Background: an optimization exercise with open tools, aiming at small area, a short achievable clock period and few clock cycles per item. Do not read the settings as production practice.
At most, simulation tests tie the RTL to the original design; equivalence was not proved.
The RTL of run 1 was laid out without a check of its function.
No run shown here takes its clock network from TritonCTS; it comes from the design's own scripts or RTL.
The clock input has no modelled driver; a real chip could not lean on it and would need a root buffer or a full tree.

==> flow/design.v (outline; a module is shown in full before it is edited, if it fits) <==
// module basemul_s1: 2712 lines
// module basemul_s2: 1913 lines
// module basemul_s3: 99 lines
// module poly_basemul_ctrl: 88 lines
module poly_basemul_ctrl
#(
  parameter int unsigned N_PAIRS = KYBER_N_PAIRS,
  parameter int unsigned ADDR_W  = PAIR_ADDR_W
) (
  input  logic              clk,
  input  logic              rst,
  input  logic              start,
  input  logic              acc_en,
  output logic              busy,
  output logic              done,
  output logic [ADDR_W-1:0] rd_addr,
  output logic              rd_en,
  input  logic [23:0]       a_rdata,
  input  logic [23:0]       b_rdata,
  input  logic [11:0]       g_rdata,
  input  logic [23:0]       c_rdata,
  output logic              wr_en,
  output logic [ADDR_W-1:0] wr_addr,
  output logic [23:0]       wr_data
);
  // ...
==> flow/flow/run.sh <==
#!/bin/bash
# Own layout flow: the standard layout with three changes.
# 1. Yosys's synth command runs without its internal "abc -fast" pass, so that the
#    explicit full-adder trees of the RTL reach extract_fa unchanged (fewer inverters
#    around the adder cells). Registers, their names and cell types are unchanged.
# 2. The port buffers that global placement inserts are buf_1 cells instead of the
#    default delay buffers; after the placement resizer, flow/upsize_outputs.tcl gives
#    the output ports buf_2 buffers and their flip-flops drive strength 4.
# 3. The clock tree is flow/manual_cts.tcl's balanced two-level tree (sourced before
#    CTS, in place of TritonCTS), which is shallower than TritonCTS's three levels.
set -euo pipefail
W=$(pwd)
sed 's/yosys synth -nofsm -noshare /yosys synth -nofsm -noshare -noabc /' synth_recipe.tcl > own_synth.tcl
grep -q -- '-noabc' own_synth.tcl
sed "s|SYNTH_SCRIPT=[^ ]*synth_recipe.tcl|SYNTH_SCRIPT=$W/own_synth.tcl|" standard.sh > own_standard.sh
grep -q 'own_synth.tcl' own_standard.sh
bash own_standard.sh "BUFFER_PORTS_ARGS=-buffer_cell sky130_fd_sc_hd__buf_1" "POST_RESIZE_TCL=$W/flow/upsize_outputs.tcl" "PRE_CTS_TCL=$W/flow/manual_cts.tcl" finish > own_flow.log 2>&1
==> flow/flow/manual_cts.tcl <==
# Hook sourced before CTS (PRE_CTS_TCL). It replaces TritonCTS's clock tree with a
# balanced two-level tree: the clock port drives four clkbuf_16 buffers (one per
# quarter of the flip-flops, split by position: halves by x, then each half by y),
# and each of these drives four clkbuf_16 buffers, one per quarter of its quarter
# (again halves by x, then by y).
# Every register gets its clock through the same two buffer kinds with about the
# same load, so the tree is balanced; it is just shallower than TritonCTS's.
rename clock_tree_synthesis tritoncts_clock_tree_synthesis
proc mcts_split {items idx parts} {
  set s [lsort -integer -index $idx $items]
  set n [llength $s]
  set out {}
  for {set i 0} {$i < $parts} {incr i} {
    set a [expr {($n * $i) / $parts}]
    set b [expr {($n * ($i + 1)) / $parts - 1}]
    lappend out [lrange $s $a $b]
  }
  return $out
}
proc mcts_center {items} {
  set sx 0; set sy 0
  foreach s $items { incr sx [lindex $s 1]; incr sy [lindex $s 2] }
  set n [llength $items]
  return [list [expr {$sx / $n}] [expr {$sy / $n}]]
}
proc mcts_buffer {block master name innet items} {
  set buf [odb::dbInst_create $block $master $name]
  set net [odb::dbNet_create $block "net_$name"]
  $net setSigType CLOCK
  [$buf findITerm A] connect $innet
  [$buf findITerm X] connect $net
  foreach s $items {
    set it [lindex $s 0]
    $it disconnect
    $it connect $net
  }
  set c [mcts_center $items]
  $buf setLocation [lindex $c 0] [lindex $c 1]
  $buf setPlacementStatus PLACED
  return [list [[$buf findITerm A] getNet] $buf $c]
}
proc clock_tree_synthesis {args} {
  set db [ord::get_db]
  set block [ord::get_db_block]
  set clknet [$block findNet clk]
  set top [$db findMaster sky130_fd_sc_hd__clkbuf_16]
  set leaf [$db findMaster sky130_fd_sc_hd__clkbuf_16]
  set sinks {}
  foreach it [$clknet getITerms] {
    set bb [[$it getInst] getBBox]
    lappend sinks [list $it [expr {([$bb xMin] + [$bb xMax]) / 2}] [expr {([$bb yMin] + [$bb yMax]) / 2}]]
  }
  set q 0
  foreach half [mcts_split $sinks 1 2] {
    foreach quarter [mcts_split $half 2 2] {
      # level 1 buffer first, connected to clk; its load is set below
      set l1 [odb::dbInst_create $block $top "clkbuf_man_$q"]
      set l1net [odb::dbNet_create $block "net_clkbuf_man_$q"]
      $l1net setSigType CLOCK
      [$l1 findITerm A] connect $clknet
      [$l1 findITerm X] connect $l1net
      set leafs {}
      set j 0
      foreach col [mcts_split $quarter 1 2] {
        foreach part [mcts_split $col 2 2] {
          set r [mcts_buffer $block $leaf "clkbuf_man_${q}_$j" $l1net $part]
          set c [lindex $r 2]
          lappend leafs [list [[lindex $r 1] findITerm A] [lindex $c 0] [lindex $c 1]]
          puts "manual_cts: clkbuf_man_${q}_$j drives [llength $part] clock pins"
          incr j
        }
      }
      set c [mcts_center $leafs]
      $l1 setLocation [lindex $c 0] [lindex $c 1]
      $l1 setPlacementStatus PLACED
      incr q
    }
  }
  set_propagated_clock [all_clocks]
}
==> flow/flow/upsize_outputs.tcl <==
# Hook run after the placement resizer (POST_RESIZE_TCL): each output port's buffer
# becomes buf_2, and the flip-flop with asynchronous reset that drives that buffer gets a stronger drive
# (same function, drive strength 4), so the output paths settle sooner.
set block [ord::get_db_block]
set n 0
foreach bterm [$block getBTerms] {
  if {[$bterm getIoType] != "OUTPUT"} { continue }
  set net [$bterm getNet]
  if {$net == "NULL"} { continue }
  foreach it [$net getITerms] {
    if {![$it isOutputSignal]} { continue }
    set buf [$it getInst]
    set bm [[$buf getMaster] getName]
    if {[regexp {^sky130_fd_sc_hd__buf_1$} $bm]} {
      replace_cell [$buf getName] sky130_fd_sc_hd__buf_2
      incr n
    }
    set a [$buf findITerm A]
    if {$a == "NULL"} { continue }
    set inet [$a getNet]
    if {$inet == "NULL"} { continue }
    foreach it2 [$inet getITerms] {
      if {![$it2 isOutputSignal]} { continue }
      set ff [$it2 getInst]
      set fm [[$ff getMaster] getName]
      if {[regexp {^(sky130_fd_sc_hd__(dfrtp|dfstp))_[12]$} $fm -> base]} {
        replace_cell [$ff getName] ${base}_4
        incr n
      }
    }
  }
}
puts "upsize_outputs: replaced $n cells"
==> flow/standard.sh <==
#!/bin/bash
# synth_recipe.tcl (not shown) runs the flow's synth.tcl, then flattens the netlist and writes it again
# the make line also repeats each setting of config.mk as NAME=value (left out here)
make -C /OpenROAD-flow-scripts/flow DESIGN_CONFIG=/design/flow/config.mk WORK_HOME=/design/flow/orfs CLKGATE_MAP_FILE= SYNTH_SCRIPT=/design/flow/synth_recipe.tcl "${@:-finish}"
==> flow/config.mk <==
export PLATFORM = sky130hd
export DESIGN_NAME = poly_basemul_ctrl
export DESIGN_NICKNAME = poly_basemul_ctrl
export VERILOG_FILES = /design/flow/design.v
export SDC_FILE = /design/flow/constraint.sdc
export NUM_CORES = 4
export LEC_CHECK = 0
export CAP_MARGIN = 20
export CORE_MARGIN = 2
export CORE_UTILIZATION = 40
export SLEW_MARGIN = 20
==> flow/constraint.sdc <==
create_clock -name core_clock -period 52.0 [get_ports {clk}]
set_input_delay 10.4000 -clock core_clock [delete_from_list [all_inputs] [get_ports {clk}]]
set_output_delay 10.4000 -clock core_clock [all_outputs]
set_load 0.01 [all_outputs]
==> impl_metrics.toml, run 1 <==
[global_route]
grt_busiest_layer = "met2"
grt_usage_pct = 22.1
grt_overflow = 0

[sta]
clock_skew_ps = 32.9
fin_crit_ps = 11340
period_share_pct = 21.8
final-setup-viol-count = 0
fin_setup_tns_ps = 0
setup_slack_ps = 40660

[critical_path]
r2r.worst_path.cells = 31
ff2ff_setup_slack_ps = 41170
critPathSlowestCell = "dfrtp_4"
path_buf_inv = 1
crit_family = "flip-flops"
critPathLaunchType = "flip-flop"
crit_start = "busy"
rr_startpoint = "g_n_q2[9]"

[logic_synthesis]
synthArstFlopShare_pct = 4.64
synth_compound_area_share_pct = 3.87
synth_top_family_by_area = "adder cells"
synth-simple-area-share_pct = 12.1
netlist_top_cells_count = "fa_1, nor2_1, inv_1"
yosysUniqueCellTypes = 61

[die]
taps = 969
io-pin-count = 130
dieArea_um2 = 76700
initial_core_util_pct = 40.2

[final_layout]
nFlopsAndLatches = 237
antenna_cells = 0
utilization_pct = 43.0
nNonClkInverters = 229

[clocking]
cts_hold_buf = 0
cts_resized = 0

[place]
portBuffers = 129
dp_hpwl_um = 63200

[detailed_routing]
ant_nets = 0
firstDrtPassIters = 5

[worst_hold_path]
hold_depth = 0
min_from = "g_n_q[8]"

[outcome]
status = "complete, no violations"
==> run 2, diff against run 1 <==
--- a/flow/design.v
+++ b/flow/design.v
@@ -1685,48 +1685,48 @@
   assign n1[6] = n235 ^ n320;
   assign n1[7] = n237 ^ n334;
   assign n1[8] = n239 ^ n306;
   assign n1[9] = n241 ^ n336;
   assign n1[10] = n243 ^ n322;
   assign n1[11] = n245 ^ n338;
   assign n1[12] = n247 ^ n316;
   assign n1[13] = n249 ^ n340;
-  assign n1[14] = n251 ^ n324;
-  assign n1[15] = n253 ^ n342;
-  assign n1[16] = n255 ^ n312;
-  assign n1[17] = n257 ^ n344;
+  assign n1[14] = ~(n251 ^ n324);
+  assign n1[15] = ~(n253 ^ n342);
+  assign n1[16] = ~(n255 ^ n312);
+  assign n1[17] = ~(n257 ^ n344);
   assign n1[18] = n259 ^ n326;
   assign n1[19] = n261 ^ n346;
   assign n1[20] = n263 ^ n318;
   assign n1[21] = n265 ^ n348;
   assign n1[22] = n267 ^ n328;
   assign n1[23] = n269 ^ n350;
-  assign n352 = n1[0] ^ ~n1[12] ^ ~n1[14];
-  assign n353 = (n1[0] & ~n1[12]) | (n1[0] & ~n1[14]) | (~n1[12] & ~n1[14]);
-  assign n354 = n1[1] ^ ~n1[13] ^ ~n1[15];
-  assign n355 = (n1[1] & ~n1[13]) | (n1[1] & ~n1[15]) | (~n1[13] & ~n1[15]);
-  assign n356 = n1[2] ^ ~n1[14] ^ ~n1[16];
-  assign n357 = (n1[2] & ~n1[14]) | (n1[2] & ~n1[16]) | (~n1[14] & ~n1[16]);
+  assign n352 = n1[0] ^ ~n1[12] ^ n1[14];
+  assign n353 = (n1[0] & ~n1[12]) | (n1[0] & n1[14]) | (~n1[12] & n1[14]);
+  assign n354 = n1[1] ^ ~n1[13] ^ n1[15];
+  assign n355 = (n1[1] & ~n1[13]) | (n1[1] & n1[15]) | (~n1[13] & n1[15]);
+  assign n356 = n1[2] ^ n1[14] ^ n1[16];
+  assign n357 = (n1[2] & n1[14]) | (n1[2] & n1[16]) | (n1[14] & n1[16]);
   assign n358 = n1[20] ^ n1[22];
   assign n359 = n1[20] & n1[22];
-  assign n360 = n1[3] ^ ~n1[15] ^ ~n1[17];
-  assign n361 = (n1[3] & ~n1[15]) | (n1[3] & ~n1[17]) | (~n1[15] & ~n1[17]);
+  assign n360 = n1[3] ^ n1[15] ^ n1[17];
+  assign n361 = (n1[3] & n1[15]) | (n1[3] & n1[17]) | (n1[15] & n1[17]);
   assign n362 = n1[21] ^ n1[23];
   assign n363 = n1[21] & n1[23];
-  assign n364 = n1[4] ^ ~n1[16] ^ ~n1[18];
-  assign n365 = (n1[4] & ~n1[16]) | (n1[4] & ~n1[18]) | (~n1[16] & ~n1[18]);
-  assign n366 = n1[5] ^ ~n1[17];
-  assign n367 = n1[5] & ~n1[17];
+  assign n364 = n1[4] ^ n1[16] ^ ~n1[18];
+  assign n365 = (n1[4] & n1[16]) | (n1[4] & ~n1[18]) | (n1[16] & ~n1[18]);
+  assign n366 = n1[5] ^ n1[17];
+  assign n367 = n1[5] & n1[17];
   assign n368 = n1[8] ^ ~n1[12];
   assign n369 = n1[8] & ~n1[12];
-  assign n370 = n1[9] ^ ~n1[13] ^ ~n1[15];
-  assign n371 = (n1[9] & ~n1[13]) | (n1[9] & ~n1[15]) | (~n1[13] & ~n1[15]);
-  assign n372 = n1[10] ^ n1[12] ^ ~n1[16];
-  assign n373 = (n1[10] & n1[12]) | (n1[10] & ~n1[16]) | (n1[12] & ~n1[16]);
+  assign n370 = n1[9] ^ ~n1[13] ^ n1[15];
+  assign n371 = (n1[9] & ~n1[13]) | (n1[9] & n1[15]) | (~n1[13] & n1[15]);
+  assign n372 = n1[10] ^ n1[12] ^ n1[16];
+  assign n373 = (n1[10] & n1[12]) | (n1[10] & n1[16]) | (n1[12] & n1[16]);
   assign n374 = n1[11] ^ n1[13];
   assign n375 = n1[11] & n1[13];
   assign n376 = n1[18] ^ n1[20];
   assign n377 = n1[18] & n1[20];
   assign n378 = n1[19] ^ n1[21] ^ n353;
   assign n379 = (n1[19] & n1[21]) | (n1[19] & n353) | (n1[21] & n353);
   assign n380 = 1'b1 ^ n355 ^ n356;
   assign n381 = (1'b1 & n355) | (1'b1 & n356) | (n355 & n356);
@@ -1735,24 +1735,24 @@
   assign n384 = n1[22] ^ n361 ^ n363;
   assign n385 = (n1[22] & n361) | (n1[22] & n363) | (n361 & n363);
   assign n386 = ~n1[19] ^ n1[23] ^ n365;
   assign n387 = (~n1[19] & n1[23]) | (~n1[19] & n365) | (n1[23] & n365);
   assign n388 = n1[6] ^ ~n1[18] ^ ~n1[20];
   assign n389 = (n1[6] & ~n1[18]) | (n1[6] & ~n1[20]) | (~n1[18] & ~n1[20]);
   assign n390 = n1[7] ^ ~n1[19];
   assign n391 = n1[7] & ~n1[19];
-  assign n392 = ~n1[14] ^ n1[18] ^ ~n1[22];
-  assign n393 = (~n1[14] & n1[18]) | (~n1[14] & ~n1[22]) | (n1[18] & ~n1[22]);
+  assign n392 = n1[14] ^ n1[18] ^ ~n1[22];
+  assign n393 = (n1[14] & n1[18]) | (n1[14] & ~n1[22]) | (n1[18] & ~n1[22]);
   assign n394 = n1[19] ^ ~n1[23] ^ n369;
   assign n395 = (n1[19] & ~n1[23]) | (n1[19] & n369) | (~n1[23] & n369);
   assign n396 = ~n1[18] ^ 1'b1 ^ n371;
   assign n397 = (~n1[18] & 1'b1) | (~n1[18] & n371) | (1'b1 & n371);
-  assign n398 = ~n1[17] ^ ~n1[19] ^ n373;
-  assign n399 = (~n1[17] & ~n1[19]) | (~n1[17] & n373) | (~n1[19] & n373);
+  assign n398 = n1[17] ^ ~n1[19] ^ n373;
+  assign n399 = (n1[17] & ~n1[19]) | (n1[17] & n373) | (~n1[19] & n373);
   assign n400 = 1'b1 ^ n352;
   assign n401 = 1'b1 & n352;
   assign n402 = n354 ^ n377 ^ n378;
   assign n403 = (n354 & n377) | (n354 & n378) | (n377 & n378);
   assign n404 = n358 ^ n379 ^ n380;
   assign n405 = (n358 & n379) | (n358 & n380) | (n379 & n380);
   assign n406 = n362 ^ n381 ^ n382;
   assign n407 = (n362 & n381) | (n362 & n382) | (n381 & n382);
@@ -2533,53 +2533,53 @@
   assign n496[6] = n1042 ^ n1129;
   assign n496[7] = n1044 ^ n1143;
   assign n496[8] = n1046 ^ n1115;
   assign n496[9] = n1048 ^ n1145;
   assign n496[10] = n1050 ^ n1131;
   assign n496[11] = n1052 ^ n1147;
   assign n496[12] = n1054 ^ n1125;
   assign n496[13] = n1056 ^ n1149;
-  assign n496[14] = n1058 ^ n1133;
-  assign n496[15] = n1060 ^ n1151;
-  assign n496[16] = n1062 ^ n1121;
-  assign n496[17] = n1064 ^ n1153;
+  assign n496[14] = ~(n1058 ^ n1133);
+  assign n496[15] = ~(n1060 ^ n1151);
+  assign n496[16] = ~(n1062 ^ n1121);
+  assign n496[17] = ~(n1064 ^ n1153);
   assign n496[18] = n1066 ^ n1135;
   assign n496[19] = n1068 ^ n1155;
   assign n496[20] = n1070 ^ n1127;
   assign n496[21] = n1072 ^ n1157;
   assign n496[22] = n1074 ^ n1137;
   assign n496[23] = n1076 ^ n1159;
   assign n496[24] = n1078 ^ n1123;
-  assign n1163 = n496[0] ^ ~n496[12] ^ ~n496[14];
-  assign n1164 = (n496[0] & ~n496[12]) | (n496[0] & ~n496[14]) | (~n496[12] & ~n496[14]);
-  assign n1165 = n496[1] ^ ~n496[13] ^ ~n496[15];
-  assign n1166 = (n496[1] & ~n496[13]) | (n496[1] & ~n496[15]) | (~n496[13] & ~n496[15]);
-  assign n1167 = n496[2] ^ ~n496[14] ^ ~n496[16];
-  assign n1168 = (n496[2] & ~n496[14]) | (n496[2] & ~n496[16]) | (~n496[14] & ~n496[16]);
+  assign n1163 = n496[0] ^ ~n496[12] ^ n496[14];
+  assign n1164 = (n496[0] & ~n496[12]) | (n496[0] & n496[14]) | (~n496[12] & n496[14]);
+  assign n1165 = n496[1] ^ ~n496[13] ^ n496[15];
+  assign n1166 = (n496[1] & ~n496[13]) | (n496[1] & n496[15]) | (~n496[13] & n496[15]);
+  assign n1167 = n496[2] ^ n496[14] ^ n496[16];
+  assign n1168 = (n496[2] & n496[14]) | (n496[2] & n496[16]) | (n496[14] & n496[16]);
   assign n1169 = n496[20] ^ n496[22];
   assign n1170 = n496[20] & n496[22];
-  assign n1171 = n496[3] ^ ~n496[15] ^ ~n496[17];
-  assign n1172 = (n496[3] & ~n496[15]) | (n496[3] & ~n496[17]) | (~n496[15] & ~n496[17]);
+  assign n1171 = n496[3] ^ n496[15] ^ n496[17];
+  assign n1172 = (n496[3] & n496[15]) | (n496[3] & n496[17]) | (n496[15] & n496[17]);
   assign n1173 = n496[21] ^ n496[23];
   assign n1174 = n496[21] & n496[23];
-  assign n1175 = n496[4] ^ ~n496[16] ^ ~n496[18];
-  assign n1176 = (n496[4] & ~n496[16]) | (n496[4] & ~n496[18]) | (~n496[16] & ~n496[18]);
+  assign n1175 = n496[4] ^ n496[16] ^ ~n496[18];
+  assign n1176 = (n496[4] & n496[16]) | (n496[4] & ~n496[18]) | (n496[16] & ~n496[18]);
   assign n1177 = n496[22] ^ n496[24];
   assign n1178 = n496[22] & n496[24];
-  assign n1179 = n496[5] ^ ~n496[17] ^ ~n496[19];
-  assign n1180 = (n496[5] & ~n496[17]) | (n496[5] & ~n496[19]) | (~n496[17] & ~n496[19]);
+  assign n1179 = n496[5] ^ n496[17] ^ ~n496[19];
+  assign n1180 = (n496[5] & n496[17]) | (n496[5] & ~n496[19]) | (n496[17] & ~n496[19]);
   assign n1181 = n496[6] ^ ~n496[18];
   assign n1182 = n496[6] & ~n496[18];
   assign n1183 = n496[8] ^ ~n496[12];
   assign n1184 = n496[8] & ~n496[12];
-  assign n1185 = n496[9] ^ ~n496[13] ^ ~n496[15];
-  assign n1186 = (n496[9] & ~n496[13]) | (n496[9] & ~n496[15]) | (~n496[13] & ~n496[15]);
-  assign n1187 = n496[10] ^ n496[12] ^ ~n496[16];
-  assign n1188 = (n496[10] & n496[12]) | (n496[10] & ~n496[16]) | (n496[12] & ~n496[16]);
+  assign n1185 = n496[9] ^ ~n496[13] ^ n496[15];
+  assign n1186 = (n496[9] & ~n496[13]) | (n496[9] & n496[15]) | (~n496[13] & n496[15]);
+  assign n1187 = n496[10] ^ n496[12] ^ n496[16];
+  assign n1188 = (n496[10] & n496[12]) | (n496[10] & n496[16]) | (n496[12] & n496[16]);
   assign n1189 = n496[11] ^ n496[13];
   assign n1190 = n496[11] & n496[13];
   assign n1191 = n496[18] ^ n496[20];
   assign n1192 = n496[18] & n496[20];
   assign n1193 = n496[19] ^ n496[21] ^ n1164;
   assign n1194 = (n496[19] & n496[21]) | (n496[19] & n1164) | (n496[21] & n1164);
   assign n1195 = 1'b1 ^ n1166 ^ n1167;
   assign n1196 = (1'b1 & n1166) | (1'b1 & n1167) | (n1166 & n1167);
@@ -2588,24 +2588,24 @@
   assign n1199 = n1172 ^ n1174 ^ n1175;
   assign n1200 = (n1172 & n1174) | (n1172 & n1175) | (n1174 & n1175);
   assign n1201 = n496[23] ^ n1176 ^ n1178;
   assign n1202 = (n496[23] & n1176) | (n496[23] & n1178) | (n1176 & n1178);
   assign n1203 = ~n496[20] ^ n496[24] ^ n1180;
   assign n1204 = (~n496[20] & n496[24]) | (~n496[20] & n1180) | (n496[24] & n1180);
   assign n1205 = n496[7] ^ ~n496[19] ^ ~n496[21];
   assign n1206 = (n496[7] & ~n496[19]) | (n496[7] & ~n496[21]) | (~n496[19] & ~n496[21]);
-  assign n1207 = ~n496[14] ^ n496[18] ^ ~n496[22];
-  assign n1208 = (~n496[14] & n496[18]) | (~n496[14] & ~n496[22]) | (n496[18] & ~n496[22]);
+  assign n1207 = n496[14] ^ n496[18] ^ ~n496[22];
+  assign n1208 = (n496[14] & n496[18]) | (n496[14] & ~n496[22]) | (n496[18] & ~n496[22]);
   assign n1209 = n496[19] ^ ~n496[23] ^ n1184;
   assign n1210 = (n496[19] & ~n496[23]) | (n496[19] & n1184) | (~n496[23] & n1184);
   assign n1211 = ~n496[18] ^ ~n496[24] ^ n1186;
   assign n1212 = (~n496[18] & ~n496[24]) | (~n496[18] & n1186) | (~n496[24] & n1186);
-  assign n1213 = ~n496[17] ^ ~n496[19] ^ n1188;
-  assign n1214 = (~n496[17] & ~n496[19]) | (~n496[17] & n1188) | (~n496[19] & n1188);
+  assign n1213 = n496[17] ^ ~n496[19] ^ n1188;
+  assign n1214 = (n496[17] & ~n496[19]) | (n496[17] & n1188) | (~n496[19] & n1188);
   assign n1215 = 1'b1 ^ n1163;
   assign n1216 = 1'b1 & n1163;
   assign n1217 = n1165 ^ n1192 ^ n1193;
   assign n1218 = (n1165 & n1192) | (n1165 & n1193) | (n1192 & n1193);
   assign n1219 = n1169 ^ n1194 ^ n1195;
   assign n1220 = (n1169 & n1194) | (n1169 & n1195) | (n1194 & n1195);
   assign n1221 = n1173 ^ n1196 ^ n1197;
   assign n1222 = (n1173 & n1196) | (n1173 & n1197) | (n1196 & n1197);
@@ -4379,72 +4379,72 @@
   assign n1[6] = n593 ^ n684;
   assign n1[7] = n595 ^ n700;
   assign n1[8] = n597 ^ n670;
   assign n1[9] = n599 ^ n702;
   assign n1[10] = n601 ^ n686;
   assign n1[11] = n603 ^ n704;
   assign n1[12] = n605 ^ n680;
   assign n1[13] = n607 ^ n706;
-  assign n1[14] = n609 ^ n688;
-  assign n1[15] = n611 ^ n708;
-  assign n1[16] = n613 ^ n676;
-  assign n1[17] = n615 ^ n710;
+  assign n1[14] = ~(n609 ^ n688);
+  assign n1[15] = ~(n611 ^ n708);
+  assign n1[16] = ~(n613 ^ n676);
+  assign n1[17] = ~(n615 ^ n710);
   assign n1[18] = n617 ^ n690;
   assign n1[19] = n619 ^ n712;
   assign n1[20] = n621 ^ n682;
   assign n1[21] = n623 ^ n714;
   assign n1[22] = n625 ^ n692;
   assign n1[23] = n627 ^ n716;
   assign n1[24] = n629 ^ n678;
   assign n1[25] = n631 ^ n718;
   assign n720 = n1[0] ^ ~n1[12];
   assign n721 = n1[0] & ~n1[12];
-  assign n722 = n1[1] ^ ~n1[13] ^ ~n1[15];
-  assign n723 = (n1[1] & ~n1[13]) | (n1[1] & ~n1[15]) | (~n1[13] & ~n1[15]);
+  assign n722 = n1[1] ^ ~n1[13] ^ n1[15];
+  assign n723 = (n1[1] & ~n1[13]) | (n1[1] & n1[15]) | (~n1[13] & n1[15]);
   assign n724 = n1[19] ^ n1[21];
   assign n725 = n1[19] & n1[21];
-  assign n726 = n1[2] ^ ~n1[14] ^ ~n1[16];
-  assign n727 = (n1[2] & ~n1[14]) | (n1[2] & ~n1[16]) | (~n1[14] & ~n1[16]);
+  assign n726 = n1[2] ^ n1[14] ^ n1[16];
+  assign n727 = (n1[2] & n1[14]) | (n1[2] & n1[16]) | (n1[14] & n1[16]);
   assign n728 = n1[20] ^ n1[22] ^ 1'b1;
   assign n729 = (n1[20] & n1[22]) | (n1[20] & 1'b1) | (n1[22] & 1'b1);
-  assign n730 = n1[3] ^ ~n1[15] ^ ~n1[17];
-  assign n731 = (n1[3] & ~n1[15]) | (n1[3] & ~n1[17]) | (~n1[15] & ~n1[17]);
+  assign n730 = n1[3] ^ n1[15] ^ n1[17];
+  assign n731 = (n1[3] & n1[15]) | (n1[3] & n1[17]) | (n1[15] & n1[17]);
   assign n732 = n1[21] ^ n1[23];
   assign n733 = n1[21] & n1[23];
-  assign n734 = n1[4] ^ ~n1[16] ^ ~n1[18];
-  assign n735 = (n1[4] & ~n1[16]) | (n1[4] & ~n1[18]) | (~n1[16] & ~n1[18]);
+  assign n734 = n1[4] ^ n1[16] ^ ~n1[18];
+  assign n735 = (n1[4] & n1[16]) | (n1[4] & ~n1[18]) | (n1[16] & ~n1[18]);
   assign n736 = n1[22] ^ n1[24];
   assign n737 = n1[22] & n1[24];
-  assign n738 = n1[5] ^ ~n1[17] ^ ~n1[19];
-  assign n739 = (n1[5] & ~n1[17]) | (n1[5] & ~n1[19]) | (~n1[17] & ~n1[19]);
+  assign n738 = n1[5] ^ n1[17] ^ ~n1[19];
+  assign n739 = (n1[5] & n1[17]) | (n1[5] & ~n1[19]) | (n1[17] & ~n1[19]);
   assign n740 = n1[23] ^ n1[25];
   assign n741 = n1[23] & n1[25];
   assign n742 = n1[6] ^ ~n1[18] ^ ~n1[20];
   assign n743 = (n1[6] & ~n1[18]) | (n1[6] & ~n1[20]) | (~n1[18] & ~n1[20]);
   assign n744 = n1[7] ^ ~n1[19];
   assign n745 = n1[7] & ~n1[19];
-  assign n746 = n1[8] ^ ~n1[12] ^ ~n1[14];
-  assign n747 = (n1[8] & ~n1[12]) | (n1[8] & ~n1[14]) | (~n1[12] & ~n1[14]);
+  assign n746 = n1[8] ^ ~n1[12] ^ n1[14];
+  assign n747 = (n1[8] & ~n1[12]) | (n1[8] & n1[14]) | (~n1[12] & n1[14]);
   assign n748 = n1[18] ^ ~n1[22];
   assign n749 = n1[18] & ~n1[22];
-  assign n750 = n1[9] ^ ~n1[13] ^ ~n1[15];
-  assign n751 = (n1[9] & ~n1[13]) | (n1[9] & ~n1[15]) | (~n1[13] & ~n1[15]);
+  assign n750 = n1[9] ^ ~n1[13] ^ n1[15];
+  assign n751 = (n1[9] & ~n1[13]) | (n1[9] & n1[15]) | (~n1[13] & n1[15]);
   assign n752 = n1[19] ^ ~n1[23];
   assign n753 = n1[19] & ~n1[23];
-  assign n754 = n1[10] ^ n1[12] ^ ~n1[16];
-  assign n755 = (n1[10] & n1[12]) | (n1[10] & ~n1[16]) | (n1[12] & ~n1[16]);
+  assign n754 = n1[10] ^ n1[12] ^ n1[16];
+  assign n755 = (n1[10] & n1[12]) | (n1[10] & n1[16]) | (n1[12] & n1[16]);
   assign n756 = ~n1[18] ^ ~n1[24] ^ 1'b1;
   assign n757 = (~n1[18] & ~n1[24]) | (~n1[18] & 1'b1) | (~n1[24] & 1'b1);
-  assign n758 = n1[11] ^ n1[13] ^ ~n1[17];
-  assign n759 = (n1[11] & n1[13]) | (n1[11] & ~n1[17]) | (n1[13] & ~n1[17]);
+  assign n758 = n1[11] ^ n1[13] ^ n1[17];
+  assign n759 = (n1[11] & n1[13]) | (n1[11] & n1[17]) | (n1[13] & n1[17]);
   assign n760 = ~n1[19] ^ ~n1[25];
   assign n761 = ~n1[19] & ~n1[25];
-  assign n762 = ~n1[14] ^ n1[18];
-  assign n763 = ~n1[14] & n1[18];
+  assign n762 = n1[14] ^ n1[18];
+  assign n763 = n1[14] & n1[18];
   assign n764 = 1'b1 ^ n721 ^ n722;
   assign n765 = (1'b1 & n721) | (1'b1 & n722) | (n721 & n722);
   assign n766 = n723 ^ n725 ^ n726;
   assign n767 = (n723 & n725) | (n723 & n726) | (n725 & n726);
   assign n768 = n727 ^ n729 ^ n730;
   assign n769 = (n727 & n729) | (n727 & n730) | (n729 & n730);
   assign n770 = n731 ^ n733 ^ n734;
   assign n771 = (n731 & n733) | (n731 & n734) | (n733 & n734);
==> impl_metrics.toml, run 2 <==
[detailed_routing]
firstDrtPassIters = 6
drt-wirelength-per-cell_um = 21.7
viasPerCell = 5.38
drt_iter0_drc = 1417
drcViolationCount = 0
drt-total-wl_um = 80300
ant_nets = 0
vias = 20000

[sta]
slew_headroom_pct = 32.8
worst_slew_pin_slew_ps = 1010
fmax_mhz = 88.2
clock_skew_ps = 37.4
final-setup-viol-count = 0
fin_crit_ps = 11340
fin_setup_tns_ps = 0
rsz0062_at_grt = "false"
slew_violations = 0
period_share_pct = 21.8
finalHoldViolations = 0
hold_ws_ps = 319

[logic_synthesis]
synthArstFlopShare_pct = 4.64
yosys.area.top_type_share_pct = 53.1
yosys.area.top_type = "fa_1"
netlist_top_cells_count = "fa_1, nor2_1, inv_1"
synth_seq_area_share_pct = 16.2
synth_edf_count = 0
yosys.cell_count.top_type = "fa_1"
synth_flop_cell = "dfxtp_1"
syn-num-nets = 3776
syn-instance-count = 2695
syn_area_um2 = 29700
yosysUniqueCellTypes = 54
synthTopCellsByArea = "fa_1, dfxtp_1, nor2_1"
synth_seq_cells = 237
avgSynthCellArea_um2 = 11.0
synth-warning-count = 1

[critical_path]
crit_start = "busy"
path_buf_inv = 1
critPathSlowestCell = "dfrtp_4"
crit_chain = "buf_2"
rr_startpoint = "t_n_q[3]"
r2r.worst_path.cells = 32
end_kind = "primary output"
r2r-end = "z0_q[13]"
critPathMaxStageDelay_ps = 480
ff2ff_setup_slack_ps = 41290
cp-endpoint = "busy"
worstPathMaxFanout = 3
critPathLaunchType = "flip-flop"
crit_cells = 1
required_ps = 41600
cp.arrival_ps = 940
crit_family = "flip-flops"
critPathKind = "reg -> out"

[place]
dp_hpwl_um = 63600
portBuffers = 129
gp_congestion = 0.919
dp.cells = 3687

[final_layout]
final_cell_mix = "fa_1, nor2_1, inv_1, dfxtp_1, ha_1"
fin_nets = 3831
final_common_cell = "fa_1"
fillers = 6841
multi_input_area_um2 = 23500
area_growth_pct = 6.74
seq_area_um2 = 4820
antenna_cells = 0
drive_above_1_share_pct = 3.82
layout.cells.non_filler = 3707

[clocking]
post_cts_buffers = 0
cts_hold_buf = 0
clk_latency_ps = 340
cts_resized = 0
path_clk_slew_ps = 80

[die]
dieArea_um2 = 76400
die_w_um = 276
die_h_um = 276
core_region_area_um2 = 73200
initial_core_util_pct = 40.5
io-pin-count = 130
rows = 99

[job]
cap_violations = 0

[global_route]
grt_usage_pct = 21.4
grt_pass1_vias = 23000
grt_overflow = 0
antenna_found_initial = 0
grt_pass1_wl_um = 128000
grt_max_degree = 25

[worst_hold_path]
hold_depth = 0
hp-class = "reg -> reg"

[outcome]
status = "complete, no violations"
-- run 2: cell count changes after synthesis, sizes merged, moves of 4 or more --
cell	previous run	this run
nor2b	6	2
nand3	12	17
and2	29	25
a21oi	34	25
a31o	7	3
a21o	38	48
o31ai	3	8
o21ai	20	25
nand4	6	0
-- run 2: metal layers --
layer / vias to the layer above / part of all wire, % / wire length (um) / GRT usage [%]
met3: 221 / 7.8 / 6290 / 3.60
met5: - / 0 / 0 / 0
met2: 964 / 49 / 39200 / 36.5
met4: 0 / 4.0 / 3240 / 7.12
met1: 10500 / 39 / 31600 / 27.7
li1: 8300 / - / - / -
-- run 2: cells by family after synthesis --
logic type               count (synthesis)  share of synthesized area [%]
buffers and inverters                  357                           4.52
XOR/XNOR                                67                           1.98
AND/OR/NAND/NOR                        883                           11.8
multiplexers                             1                         0.0379
AO/OA/AOI/OAI                          157                           3.69
flip-flops                             237                           16.2
adder cells (fa/ha/maj)                993                           61.8
-- run 2: worst min-delay path by stage --
| stage | start | end | slack [ps] |
|---|---|---|---|
| floorplan | g_n_q[0] | g_n_q2[0] | 310 |
| global placement | c1_q[0] | wr_data[12] | 310 |
| detailed placement | c1_q[6] | wr_data[18] | 310 |
| CTS | c1_q[3] | wr_data[15] | 320 |
| global route | c1_q[3] | wr_data[15] | 330 |
| finish | c1_q[3] | wr_data[15] | 320 |
-- run 2: layout make-up --
type | instances | share of cell area, %
Tap cell | 959 | 3.79
Inverter | 232 | 2.75
Multi-Input combinational cell | 2101 | 74.3
Buffer | 20 | 1.58
Sequential cell | 237 | 15.2
Timing Repair Buffer | 158 | 2.38
-- run 2: through the flow --
stage	instance area [um^2]	setup slack [ps]	util (%)
after detailed placement	31200	40990	42.6
after global placement	31100	41030	42.5
after CTS	31700	40630	43.3
final	31700	40660	43.3
after floorplan	29700	41180	-
after global routing	31700	40620	43.3
Testbench counts of run 2, summed over its fixed seeds: cycles 6,480, jobs 48.
==> run 3, diff against run 2 <==
--- a/flow/config.mk
+++ b/flow/config.mk
@@ -8,4 +8,4 @@
 export CAP_MARGIN = 20
 export CORE_MARGIN = 2
-export CORE_UTILIZATION = 40
+export CORE_UTILIZATION = 55
 export SLEW_MARGIN = 20
==> impl_metrics.toml, run 3 <==
[logic_synthesis]
synthArstFlopShare_pct = 4.64
syn-instance-count = 2695
synth_seq_cells = 237
yosysUniqueCellTypes = 54
synthTopCellsByArea = "fa_1, dfxtp_1, nor2_1"
netlist_top_cells_count = "fa_1, nor2_1, inv_1"
synth_seq_area_share_pct = 16.2
synth_flop_cell = "dfxtp_1"
yosys.area.top_type_share_pct = 53.1
synth-warning-count = 1
avgSynthCellArea_um2 = 11.0
yosys.cell_count.top_type = "fa_1"
syn-num-nets = 3776
yosys.area.top_type = "fa_1"
syn_area_um2 = 29700
synth_edf_count = 0

[die]
initial_core_util_pct = 55.4
die_h_um = 236
dieArea_um2 = 55800
io-pin-count = 130
die_w_um = 236
rows = 85
core_region_area_um2 = 53600

[place]
portBuffers = 129
placed_area_um2 = 30900
dp_hpwl_um = 61200
gp_congestion = 0.900

[critical_path]
critPathMaxStageDelay_ps = 490
critPathLaunchType = "flip-flop"
critPathKind = "reg -> out"
r2r.worst_path.cells = 32
rr_startpoint = "t_n_q[3]"
r2r-end = "z0_q[13]"
required_ps = 41600
end_kind = "primary output"
crit_chain = "buf_2"
worstPathMaxFanout = 3
path_buf_inv = 1
crit_start = "busy"
crit_cells = 1
cp.arrival_ps = 930
ff2ff_setup_slack_ps = 41350
critPathSlowestCell = "dfrtp_4"
cp-endpoint = "busy"
crit_family = "flip-flops"

[global_route]
grt_pass1_wl_um = 128000
grt_pass1_vias = 22900
grt_max_degree = 25
grt_overflow = 0
antenna_found_initial = 1
grt_usage_pct = 29.8

[detailed_routing]
viasPerCell = 5.75
drcViolationCount = 0
firstDrtPassIters = 5
drt_iter0_drc = 1251
ant_nets = 0
drt-wirelength-per-cell_um = 23.1
drt-total-wl_um = 79800
vias = 19800

[final_layout]
drive_above_1_share_pct = 4.03
final_common_cell = "fa_1"
seq_area_um2 = 4820
fillers = 4577
fin_nets = 3837
multi_input_area_um2 = 23500
final_cell_mix = "fa_1, nor2_1, inv_1, dfxtp_1, ha_1"
postLayoutCellArea_um2 = 31400
area_growth_pct = 5.80
utilization_pct = 58.6

[sta]
fin_setup_tns_ps = 0
worst_slew_pin_slew_ps = 1090
fin_crit_ps = 11330
final-setup-viol-count = 0
finalHoldViolations = 0
period_share_pct = 21.8
slew_violations = 0
slew_headroom_pct = 27.3
fmax_mhz = 88.2
rsz0062_at_grt = "false"
clock_skew_ps = 60.5

[clocking]
path_clk_slew_ps = 90
clk_latency_ps = 350
cts_resized = 0
post_cts_buffers = 0
cts_hold_buf = 0

[worst_hold_path]
hold_depth = 0
hp-class = "reg -> reg"

[outcome]
status = "complete, no violations"

[job]
cap_violations = 0
==> run 3: kinds of logic after synthesis <==
logic type / after synthesis / share of synthesized area [%]
xor gates and xnor gates: 67 / 1.98
DFF: 237 / 16.2
buffers and inverters: 357 / 4.52
muxes: 1 / 0.0379
adders and majority gates: 993 / 61.8
AOI/OAI and AO/OA: 157 / 3.69
and+or+nand+nor: 883 / 11.8
==> run 3: layer usage <==
layer	share of wire [%]	up-vias	track usage [%]
li1	-	8315	-
met1	39	10500	39.4
met2	49	827	50.3
met3	7.0	215	4.24
met4	4.4	0	11.0
met5	0	-	0
==> run 3: cell type report <==
| cell class | count | area share (%) |
|---|---|---|
| sequential | 237 | 15.3 |
| tap | 696 | 2.77 |
| inverter | 232 | 2.77 |
| multi-input combinational | 2101 | 75.0 |
| antenna | 2 | 0.0159 |
| buffer | 20 | 1.59 |
| timing repair buffer | 164 | 2.55 |
==> run 3: how the worst min path moves through the flow <==
stage                     startpoint           to
after global placement      g_n_q[2]    g_n_q2[2]
after CTS                   g_n_q[3]    g_n_q2[3]
final                       g_n_q[3]    g_n_q2[3]
after global routing        g_n_q[3]    g_n_q2[3]
after detailed placement     c1_q[7]  wr_data[19]
after floorplan             g_n_q[0]    g_n_q2[0]
==> run 3: through the flow <==
stage | instances | hold WS [ps] | setup WS, ps
2_1_floorplan | 2695 | 310 | 41180
3_3_place_gp | 3430 | 312 | 41030
3_5_place_dp | 3430 | 313 | 41000
4_1_cts | 3450 | 308 | 40660
5_1_grt | 3450 | 315 | 40640
6_report | 3452 | 305 | 40670
==> run 4, diff against run 3 <==
--- a/flow/flow/run.sh
+++ b/flow/flow/run.sh
@@ -5,6 +5,6 @@
 #    around the adder cells). Registers, their names and cell types are unchanged.
 # 2. The port buffers that global placement inserts are buf_1 cells instead of the
-#    default delay buffers; after the placement resizer, flow/upsize_outputs.tcl gives
-#    the output ports buf_2 buffers and their flip-flops drive strength 4.
+#    default delay buffers; after the placement resizer, flow/upsize_outputs.tcl makes
+#    the output ports' buffers buf_2.
 # 3. The clock tree is flow/manual_cts.tcl's balanced two-level tree (sourced before
 #    CTS, in place of TritonCTS), which is shallower than TritonCTS's three levels.
==> flow/flow/upsize_outputs.tcl (replaced) <==
# Hook run after the placement resizer (POST_RESIZE_TCL): each output port's buffer
# becomes buf_2 (the flip-flops that drive them keep their drive strength: at this
# light load a stronger flip-flop is slower).
set block [ord::get_db_block]
set n 0
foreach bterm [$block getBTerms] {
  if {[$bterm getIoType] != "OUTPUT"} { continue }
  set net [$bterm getNet]
  if {$net == "NULL"} { continue }
  foreach it [$net getITerms] {
    if {![$it isOutputSignal]} { continue }
    set buf [$it getInst]
    if {[[$buf getMaster] getName] == "sky130_fd_sc_hd__buf_1"} {
      replace_cell [$buf getName] sky130_fd_sc_hd__buf_2
      incr n
    }
  }
}
puts "upsize_outputs: replaced $n cells"
--- a/flow/config.mk
+++ b/flow/config.mk
@@ -8,4 +8,4 @@
 export CAP_MARGIN = 20
 export CORE_MARGIN = 2
-export CORE_UTILIZATION = 55
+export CORE_UTILIZATION = 40
 export SLEW_MARGIN = 20
==> impl_metrics.toml, run 4 <==
[outcome]
status = "complete, no violations"

[die]
die_w_um = 276
io-pin-count = 130
initial_core_util_pct = 40.5
dieArea_um2 = 76400
rows = 99
core_region_area_um2 = 73200
die_h_um = 276

[logic_synthesis]
synth_seq_area_share_pct = 16.2
syn-num-nets = 3776
synthTopCellsByArea = "fa_1, dfxtp_1, nor2_1"
yosys.cell_count.top_type = "fa_1"
yosys.area.top_type = "fa_1"
syn-instance-count = 2695
synth-warning-count = 1
yosys.area.top_type_share_pct = 53.1
synth_flop_cell = "dfxtp_1"
synthArstFlopShare_pct = 4.64
syn_area_um2 = 29700
avgSynthCellArea_um2 = 11.0
synth_seq_cells = 237
yosysUniqueCellTypes = 54
netlist_top_cells_count = "fa_1, nor2_1, inv_1"
synth_edf_count = 0

[detailed_routing]
drt_iter0_drc = 1532
viasPerCell = 5.37
drcViolationCount = 0
firstDrtPassIters = 12
drt-wirelength-per-cell_um = 21.8
vias = 19900
ant_nets = 0
drt-total-wl_um = 80700

[clocking]
clk_latency_ps = 330
path_clk_slew_ps = 70
post_cts_buffers = 0
cts_hold_buf = 0
cts_resized = 0

[sta]
clock_skew_ps = 33.1
period_share_pct = 21.8
fin_crit_ps = 11320
final-setup-viol-count = 0
fin_setup_tns_ps = 0
fmax_mhz = 88.4
finalHoldViolations = 0
rsz0062_at_grt = "false"
setup_slack_ps = 40680
slew_headroom_pct = 33.1
worst_slew_pin_slew_ps = 1000
slew_violations = 0
hold_ws_ps = 326

[worst_hold_path]
hp-class = "reg -> reg"

[place]
portBuffers = 129
placed_area_um2 = 31200
gp_congestion = 0.919
dp_slack_ps = 41020
dp_hpwl_um = 63700

[final_layout]
fin_nets = 3831
antenna_cells = 0
seq_area_um2 = 4800
fillers = 6859
area_growth_pct = 6.69
drive_above_1_share_pct = 3.68
postLayoutCellArea_um2 = 31700
final_common_cell = "fa_1"
multi_input_area_um2 = 23500
final_cell_mix = "fa_1, nor2_1, inv_1, dfxtp_1, ha_1"

[critical_path]
critPathKind = "reg -> out"
end_kind = "primary output"
worstPathMaxFanout = 6
crit_family = "flip-flops"
crit_chain = "buf_2"
cp.arrival_ps = 920
critPathLaunchType = "flip-flop"
path_buf_inv = 1
critPathMaxStageDelay_ps = 430
required_ps = 41600
critPathSlowestCell = "dfxtp_1"

[global_route]
grt_overflow = 0
grt_usage_pct = 21.5
grt_pass1_wl_um = 128000
grt_pass1_vias = 23000
antenna_found_initial = 1
grt_max_degree = 25

[job]
cap_violations = 0
-- run 4: cell counts after synthesis --
No cell type changed its count.
-- run 4: stage by stage --
step | cells | utilization [%]
6_report | 3707 | 43.2
5_1_grt | 3707 | 43.2
4_1_cts | 3707 | 43.2
3_5_place_dp | 3687 | 42.6
3_3_place_gp | 3687 | 42.5
2_1_floorplan | 2695 | -
-- run 4: cell families after synthesis --
kind of cell / share of synthesized area, %
AOI/OAI and AO/OA: 3.69
muxes: 0.0379
DFF: 16.2
adders and majority gates: 61.8
and+or+nand+nor: 11.8
buffers and inverters: 4.52
xor gates and xnor gates: 1.98
-- run 4: worst paths after layout --
check	from	end	slack [ps]	depth (start not counted)
min in group asynchronous	rst	acc_q	10030	2
setup reg to reg	t_n_q[3]	z0_q[13]	41320	32
hold / removal	g_n_q[8]	g_n_q2[8]	330	0
setup / recovery	rd_addr[0]	rd_addr[0]	40680	1
hold reg to reg	g_n_q[8]	g_n_q2[8]	330	0
max in group asynchronous	rst	rd_on_n	41650	2
-- run 4: cell type report --
type	count	share of cell area [%]
Multi-Input combinational cell	2101	74.3
Inverter	232	2.75
Tap cell	959	3.79
Buffer	20	1.58
Sequential cell	237	15.2
Timing Repair Buffer	158	2.38
-- run 4: routing by layer --
metal / GRT usage, % / wire, um / part of all wire (%) / vias up
met1: 27.7 / 31800 / 39 / 10500
li1: - / - / - / 8305
met4: 7.57 / 3180 / 3.9 / 0
met2: 36.3 / 39300 / 49 / 918
met5: 0 / 0 / 0 / -
met3: 3.98 / 6380 / 7.9 / 191
==> run 5, diff against run 4 <==
--- a/flow/flow/run.sh
+++ b/flow/flow/run.sh
@@ -6,5 +6,5 @@
 # 2. The port buffers that global placement inserts are buf_1 cells instead of the
 #    default delay buffers; after the placement resizer, flow/upsize_outputs.tcl makes
-#    the output ports' buffers buf_2.
+#    the output ports' buffers buf_2 (and the address counter flip-flops drive 2).
 # 3. The clock tree is flow/manual_cts.tcl's balanced two-level tree (sourced before
 #    CTS, in place of TritonCTS), which is shallower than TritonCTS's three levels.
==> flow/flow/upsize_outputs.tcl (replaced) <==
# Hook run after the placement resizer (POST_RESIZE_TCL): each output port's buffer
# becomes buf_2, and a flip-flop without reset that drives such a buffer and also
# other logic (the address counters) gets drive strength 2. Flip-flops with reset keep
# their drive strength: at these light loads a stronger one is slower.
set block [ord::get_db_block]
set n 0
foreach bterm [$block getBTerms] {
  if {[$bterm getIoType] != "OUTPUT"} { continue }
  set net [$bterm getNet]
  if {$net == "NULL"} { continue }
  foreach it [$net getITerms] {
    if {![$it isOutputSignal]} { continue }
    set buf [$it getInst]
    if {[[$buf getMaster] getName] != "sky130_fd_sc_hd__buf_1"} { continue }
    replace_cell [$buf getName] sky130_fd_sc_hd__buf_2
    incr n
    set inet [[$buf findITerm A] getNet]
    if {$inet == "NULL"} { continue }
    set loads [expr {[llength [$inet getITerms]] - 1}]
    foreach it2 [$inet getITerms] {
      if {![$it2 isOutputSignal]} { continue }
      set ff [$it2 getInst]
      if {$loads > 1 && [[$ff getMaster] getName] == "sky130_fd_sc_hd__dfxtp_1"} {
        replace_cell [$ff getName] sky130_fd_sc_hd__dfxtp_2
        incr n
      }
    }
  }
}
puts "upsize_outputs: replaced $n cells"
==> impl_metrics.toml, run 5 <==
[place]
dp_hpwl_um = 63700
portBuffers = 129
gp_congestion = 0.919
placed_area_um2 = 31200
dp_slack_ps = 41070
dp.cells = 3687

[sta]
hold_ws_ps = 321
fin_setup_tns_ps = 0
slew_violations = 0
finalHoldViolations = 0
setup_slack_ps = 40740
worst_slew_pin_slew_ps = 990
fmax_mhz = 88.8
slew_headroom_pct = 33.9
fin_crit_ps = 11260
period_share_pct = 21.7
clock_skew_ps = 33.2
rsz0062_at_grt = "false"
final-setup-viol-count = 0

[global_route]
grt_overflow = 0
grt_pass1_wl_um = 129000
grt_pass1_vias = 23000
grt_usage_pct = 21.5
use_met3_pct = 4.04
grt_use_met2_pct = 37.0
grt_use_met1_pct = 27.6
antenna_found_initial = 2
grt_busiest_layer = "met2"
grt_max_degree = 25

[logic_synthesis]
syn-instance-count = 2695
yosys.area.top_type = "fa_1"
synthTopCellsByArea = "fa_1, dfxtp_1, nor2_1"
yosys.cell_count.top_type = "fa_1"
yosysUniqueCellTypes = 54
synth_seq_area_share_pct = 16.2
netlist_top_cells_count = "fa_1, nor2_1, inv_1"
synth_edf_count = 0
syn-num-nets = 3776
synth-warning-count = 1
synthArstFlopShare_pct = 4.64
syn_area_um2 = 29700
synth_flop_cell = "dfxtp_1"
avgSynthCellArea_um2 = 11.0
yosys.area.top_type_share_pct = 53.1
synth_seq_cells = 237

[critical_path]
critPathKind = "reg -> out"
crit_chain = "buf_2"
critPathSlowestCell = "dfrtp_1"
required_ps = 41600
critPathMaxStageDelay_ps = 400
critPathLaunchType = "flip-flop"
cp.arrival_ps = 860
crit_family = "flip-flops"
worstPathMaxFanout = 3
end_kind = "primary output"
path_buf_inv = 1

[detailed_routing]
drt_iter0_drc = 1388
drt-total-wl_um = 80600
drt-wirelength-per-cell_um = 21.7
ant_nets = 0
vias = 19800
firstDrtPassIters = 5
drcViolationCount = 0
viasPerCell = 5.35

[clocking]
post_cts_buffers = 0
path_clk_slew_ps = 70
cts_resized = 0
cts_hold_buf = 0
clk_latency_ps = 340

[final_layout]
final_common_cell = "fa_1"
layout.cells.non_filler = 3707
postLayoutCellArea_um2 = 31700
utilization_pct = 43.3
antenna_cells = 0
drive_above_1_share_pct = 4.18
fin_nets = 3831
final_cell_mix = "fa_1, nor2_1, inv_1, dfxtp_1, ha_1"
area_growth_pct = 6.75

[die]
io-pin-count = 130
die_h_um = 276
die_w_um = 276
core_region_area_um2 = 73200
rows = 99
dieArea_um2 = 76400
initial_core_util_pct = 40.5

[worst_hold_path]
hp-class = "reg -> reg"

[job]
cap_violations = 0

[outcome]
status = "complete, no violations"
run 5: kinds of logic (layout without fill, tap and decap cells):
group                    Yosys count  count (layout)  synth area share (%)
XOR/XNOR                          67              67                  1.98
adder cells (fa/ha/maj)          993             993                  61.8
flip-flops                       237             237                  16.2
multiplexers                       1               1                0.0379
AND/OR/NAND/NOR                  883             883                  11.8
AO/OA/AOI/OAI                    157             157                  3.69
buffers and inverters            357             410                  4.52
run 5: layout make-up:
| type | count | area, um^2 |
|---|---|---|
| buffer | 20 | 500 |
| fill | 6847 | 41500 |
| inverter | 232 | 871 |
| multi-input combinational | 2101 | 23500 |
| sequential | 237 | 4820 |
| tap | 959 | 1200 |
| timing repair buffer | 158 | 754 |
run 5: final timing paths:
check	depth (start not counted)	end	startpoint	slack, ps
max in group asynchronous	2	rd_on_n	rst	41650
min in group asynchronous	2	rd_en	rst	10030
min reg2reg	0	g_n_q2[8]	g_n_q[8]	320
min	0	g_n_q2[8]	g_n_q[8]	320
max	1	busy	busy	40740
max reg2reg	32	z0_q[13]	g_n_q2[6]	41310
run 5: layer usage:
layer	routed length, um	vias to the layer above
li1	-	8300
met1	31600	10400
met2	39500	889
met3	6490	221
met4	2970	0
met5	0	-
==> module poly_basemul_ctrl, before the edit <==
module poly_basemul_ctrl
#(
  parameter int unsigned N_PAIRS = KYBER_N_PAIRS,
  parameter int unsigned ADDR_W  = PAIR_ADDR_W
) (
  input  logic              clk,
  input  logic              rst,
  input  logic              start,
  input  logic              acc_en,
  output logic              busy,
  output logic              done,
  output logic [ADDR_W-1:0] rd_addr,
  output logic              rd_en,
  input  logic [23:0]       a_rdata,
  input  logic [23:0]       b_rdata,
  input  logic [11:0]       g_rdata,
  input  logic [23:0]       c_rdata,
  output logic              wr_en,
  output logic [ADDR_W-1:0] wr_addr,
  output logic [23:0]       wr_data
);
  localparam logic [ADDR_W-1:0] LAST_K = ADDR_W'(N_PAIRS - 1);
  logic acc_q;
  logic v1, v2, v3, v4;
  logic rd_on_n;    
  logic last_wr;    
  logic start_ok;
  always_comb start_ok = start && !busy && !done;
  always_ff @(posedge clk or posedge rst) begin
    if (rst) begin
      busy    <= 1'b0;
      done    <= 1'b0;
      rd_en   <= 1'b0;
      rd_on_n <= 1'b1;
      v1      <= 1'b0;
      v2      <= 1'b0;
      v3      <= 1'b0;
      v4      <= 1'b0;
      wr_en   <= 1'b0;
      last_wr <= 1'b0;
    end else begin
      rd_en   <= start_ok || (!rd_on_n && rd_addr != LAST_K);
      rd_on_n <= !(start_ok || (!rd_on_n && rd_addr != LAST_K));
      v1      <= !rd_on_n;
      v2      <= v1;
      v3      <= v2;
      v4      <= v3;
      wr_en   <= v4;
      last_wr <= v4 && wr_addr == LAST_K - ADDR_W'(1);
      busy    <= start_ok || (busy && !last_wr);
      done    <= last_wr;
    end
  end
  always_ff @(posedge clk or posedge rst) begin
    if (rst) acc_q <= 1'b0;
    else if (!busy) acc_q <= acc_en;
  end
  always_ff @(posedge clk) begin
    rd_addr <= rd_on_n ? '0 : rd_addr + ADDR_W'(1);
    wr_addr <= v4 ? wr_addr + ADDR_W'(1) : LAST_K;
  end
  logic [23:0] a_n_q, b_n_q, c_q;
  logic [11:0] g_n_q, g_n_q2, a0_n_q2, b0_n_q2, c0_q2;
  logic [13:0] t_n, t_n_q;
  logic [14:0] z1, z1_q, z0, z0_q;
  logic [11:0] c1, c1_q, c0;
  logic [23:0] ca;
  always_comb ca = acc_q ? c_q : 24'd0;
  basemul_s1 u_s1 (.an(a_n_q), .bn(b_n_q), .c(ca), .tn(t_n), .z1(z1));
  basemul_s2 u_s2 (.gn(g_n_q2), .tn(t_n_q), .a0n(a0_n_q2), .b0n(b0_n_q2), .c0(c0_q2),
                   .z1(z1_q), .z0(z0), .c1(c1));
  basemul_s3 u_s3 (.z0(z0_q), .c0(c0));
  always_ff @(posedge clk) begin
    a_n_q   <= ~a_rdata;
    b_n_q   <= ~b_rdata;
    g_n_q   <= ~g_rdata;
    c_q     <= c_rdata;
    g_n_q2  <= g_n_q;
    a0_n_q2 <= a_n_q[11:0];
    b0_n_q2 <= b_n_q[11:0];
    c0_q2   <= ca[11:0];
    t_n_q   <= t_n;
    z1_q    <= z1;
    z0_q    <= z0;
    c1_q    <= c1;
    wr_data <= {c1_q, c0};
  end
endmodule
==> run 6, diff against run 5 <==
--- a/flow/design.v
+++ b/flow/design.v
@@ -4754,15 +4754,17 @@
   localparam logic [ADDR_W-1:0] LAST_K = ADDR_W'(N_PAIRS - 1);
   logic acc_q;
+  logic rd_run;     
   logic v1, v2, v3, v4;
-  logic rd_on_n;    
   logic last_wr;    
   logic start_ok;
+  logic rd_job;     
   always_comb start_ok = start && !busy && !done;
+  always_comb rd_job   = start_ok || rd_run;
+  always_comb rd_en = 1'b1;
   always_ff @(posedge clk or posedge rst) begin
     if (rst) begin
       busy    <= 1'b0;
       done    <= 1'b0;
-      rd_en   <= 1'b0;
-      rd_on_n <= 1'b1;
+      rd_run  <= 1'b0;
       v1      <= 1'b0;
       v2      <= 1'b0;
@@ -4772,7 +4774,6 @@
       last_wr <= 1'b0;
     end else begin
-      rd_en   <= start_ok || (!rd_on_n && rd_addr != LAST_K);
-      rd_on_n <= !(start_ok || (!rd_on_n && rd_addr != LAST_K));
-      v1      <= !rd_on_n;
+      rd_run  <= rd_job && rd_addr != LAST_K;
+      v1      <= rd_job;
       v2      <= v1;
       v3      <= v2;
@@ -4789,5 +4790,5 @@
   end
   always_ff @(posedge clk) begin
-    rd_addr <= rd_on_n ? '0 : rd_addr + ADDR_W'(1);
+    rd_addr <= rd_job ? rd_addr + ADDR_W'(1) : '0;
     wr_addr <= v4 ? wr_addr + ADDR_W'(1) : LAST_K;
   end
==> impl_metrics.toml, run 6 <==
[critical_path]
r2r-end = "z1_q[13]"
critPathKind = "reg -> out"
cp.arrival_ps = 860
cp-endpoint = "busy"
critPathSlowestCell = "dfrtp_1"
critPathMaxStageDelay_ps = 410
crit_chain = "buf_2"
ff2ff_setup_slack_ps = 41200
r2r.worst_path.cells = 30
path_buf_inv = 1
critPathLaunchType = "flip-flop"
crit_cells = 1
crit_family = "flip-flops"
worstPathMaxFanout = 4
crit_start = "busy"
end_kind = "primary output"
required_ps = 41600
rr_startpoint = "a_n_q[6]"

[logic_synthesis]
synthArstFlopShare_pct = 4.24
synth-warning-count = 1
yosysUniqueCellTypes = 59
yosys.area.top_type_share_pct = 53.1
syn-instance-count = 2698
yosys.area.top_type = "fa_1"
synth_flop_cell = "dfxtp_1"
syn_area_um2 = 29700
yosys.cell_count.top_type = "fa_1"
netlist_top_cells_count = "fa_1, nor2_1, inv_1"
syn-num-nets = 3779
synth_seq_area_share_pct = 16.1
synth_edf_count = 0
synth_seq_cells = 236
avgSynthCellArea_um2 = 11.0
synthTopCellsByArea = "fa_1, dfxtp_1, nor2_1"

[clocking]
path_clk_slew_ps = 70
cts_resized = 0
clk_latency_ps = 330
post_cts_buffers = 0
cts_hold_buf = 0

[detailed_routing]
drt-met1-wl_um = 31200
firstDrtPassIters = 5
wl_met2_um = 38700
drt_iter0_drc = 1339
drt-wirelength-per-cell_um = 21.4
route.met3.wl_um = 5920
viasPerCell = 5.35
vias = 19900
ant_nets = 0
drcViolationCount = 0
top_layer = "met4"
drt-total-wl_um = 79500

[sta]
clock_skew_ps = 30.3
period_share_pct = 21.7
slew_violations = 0
rsz0062_at_grt = "false"
finalHoldViolations = 0
worst_slew_pin_slew_ps = 1030
fin_crit_ps = 11260
fin_setup_tns_ps = 0
fmax_mhz = 88.8
slew_headroom_pct = 31.0
final-setup-viol-count = 0
hold_ws_ps = 318

[worst_hold_path]
hp-class = "reg -> reg"
min_from = "g_n_q[2]"

[outcome]
status = "complete, no violations"

[global_route]
grt_usage_pct = 21.3
grt_pass1_vias = 23100
grt_max_degree = 25
grt_pass1_wl_um = 128000
antenna_found_initial = 1
grt_overflow = 0

[place]
gp_congestion = 0.926
placed_area_um2 = 31200
dp_hpwl_um = 63300
portBuffers = 128

[die]
die_w_um = 276
dieArea_um2 = 76400
initial_core_util_pct = 40.5
io-pin-count = 130
core_region_area_um2 = 73200
rows = 99
die_h_um = 276

[job]
cap_violations = 0

[final_layout]
utilization_pct = 43.2
final_common_cell = "fa_1"
fin_nets = 3832
postLayoutCellArea_um2 = 31700
drive_above_1_share_pct = 4.18
area_growth_pct = 6.71
antenna_cells = 0
final_cell_mix = "fa_1, nor2_1, inv_1, dfxtp_1, ha_1"
run 6: changes by cell type after synthesis, sizes merged, moves of 2 or more:
cell	previous run	this run
a21oi	25	23
a31oi	6	10
inv	232	229
nand2	34	37
nand2b	8	10
nand3b	2	0
nor2	768	771
o21bai	10	7
o31a	3	1
run 6: routing by layer:
layer | GRT usage, % | vias to the layer above
met3 | 3.71 | 230
met5 | 0 | -
met4 | 8.27 | 0
met1 | 27.1 | 10400
li1 | - | 8307
met2 | 36.4 | 893
run 6: worst min-delay path by stage:
stage	depth (start not counted)	endpoint	slack, ps
2_1_floorplan	0	g_n_q2[0]	310
3_3_place_gp	0	wr_data[12]	310
3_5_place_dp	0	g_n_q2[8]	310
4_1_cts	0	wr_data[14]	320
5_1_grt	0	g_n_q2[2]	330
6_report	0	g_n_q2[2]	320
run 6: cells by family (layout without fill, tap and decap cells):
| logic type | after synthesis | count (layout) | share of synthesized area (%) |
|---|---|---|---|
| AOI/OAI and AO/OA | 153 | 153 | 3.56 |
| DFF | 236 | 236 | 16.1 |
| other | 1 | 1 | 0.0126 |
| muxes | 1 | 1 | 0.0380 |
| adders and majority gates | 993 | 993 | 61.8 |
| xor gates and xnor gates | 67 | 67 | 1.98 |
| buffers and inverters | 355 | 406 | 4.50 |
| and+or+nand+nor | 892 | 892 | 12.0 |
run 6: cell type report:
cell class,instances,area (um^2)
fillers,6864,41600
multi-input cells,2107,23600
flip-flops and latches,236,4790
well taps,959,1200
inverters,229,860
repair buffers,157,749
plain buffers,20,500
run 6: metrics by stage:
step / instances / setup WS (ps)
after floorplan: 2698 / 40940
after global placement: 3688 / 40720
after detailed placement: 3688 / 40720
after CTS: 3708 / 40720
after global routing: 3708 / 40660
final: 3708 / 40740
Testbench counts of run 6, summed over its fixed seeds: cycles 6,432, jobs 48.

-- what the ideal ports hide --
The flow's constraints put no driver on any port. The routed layouts listed below were extracted and timed again, unchanged, in two steps.
Step 1 assumes that a clkbuf_16 drives the clock port and a buf_2 every other input.
Step 2 times the ports against the registers' clock, not the clock port: input delays grow and output delays shrink by t, the midpoint of the rising clock arrivals with the driver on.
Three values: no drivers, after step 1, after step 2; two values: the first two.
run | shift t [ns] | setup WS [ns] | latest minus earliest clock arrival (ns)
run 1 | 0.464 | 40.661 / 40.519 / 40.983 | 0.035 / 0.035
run 2 | 0.462 | 40.665 / 40.521 / 40.982 | 0.039 / 0.039
run 3 | 0.436 | 40.668 / 40.547 / 40.984 | 0.064 / 0.063
run 4 | 0.462 | 40.684 / 40.537 / 40.998 | 0.034 / 0.033
run 5 | 0.468 | 40.739 / 40.591 / 41.059 | 0.035 / 0.035
run 6 | 0.458 | 40.740 / 40.598 / 40.706 | 0.034 / 0.035
After both steps every run listed still meets setup and hold. For run 6, which loses most, drivers alone change the setup slack by -0.142 ns; drivers and shift together by -0.034 ns.
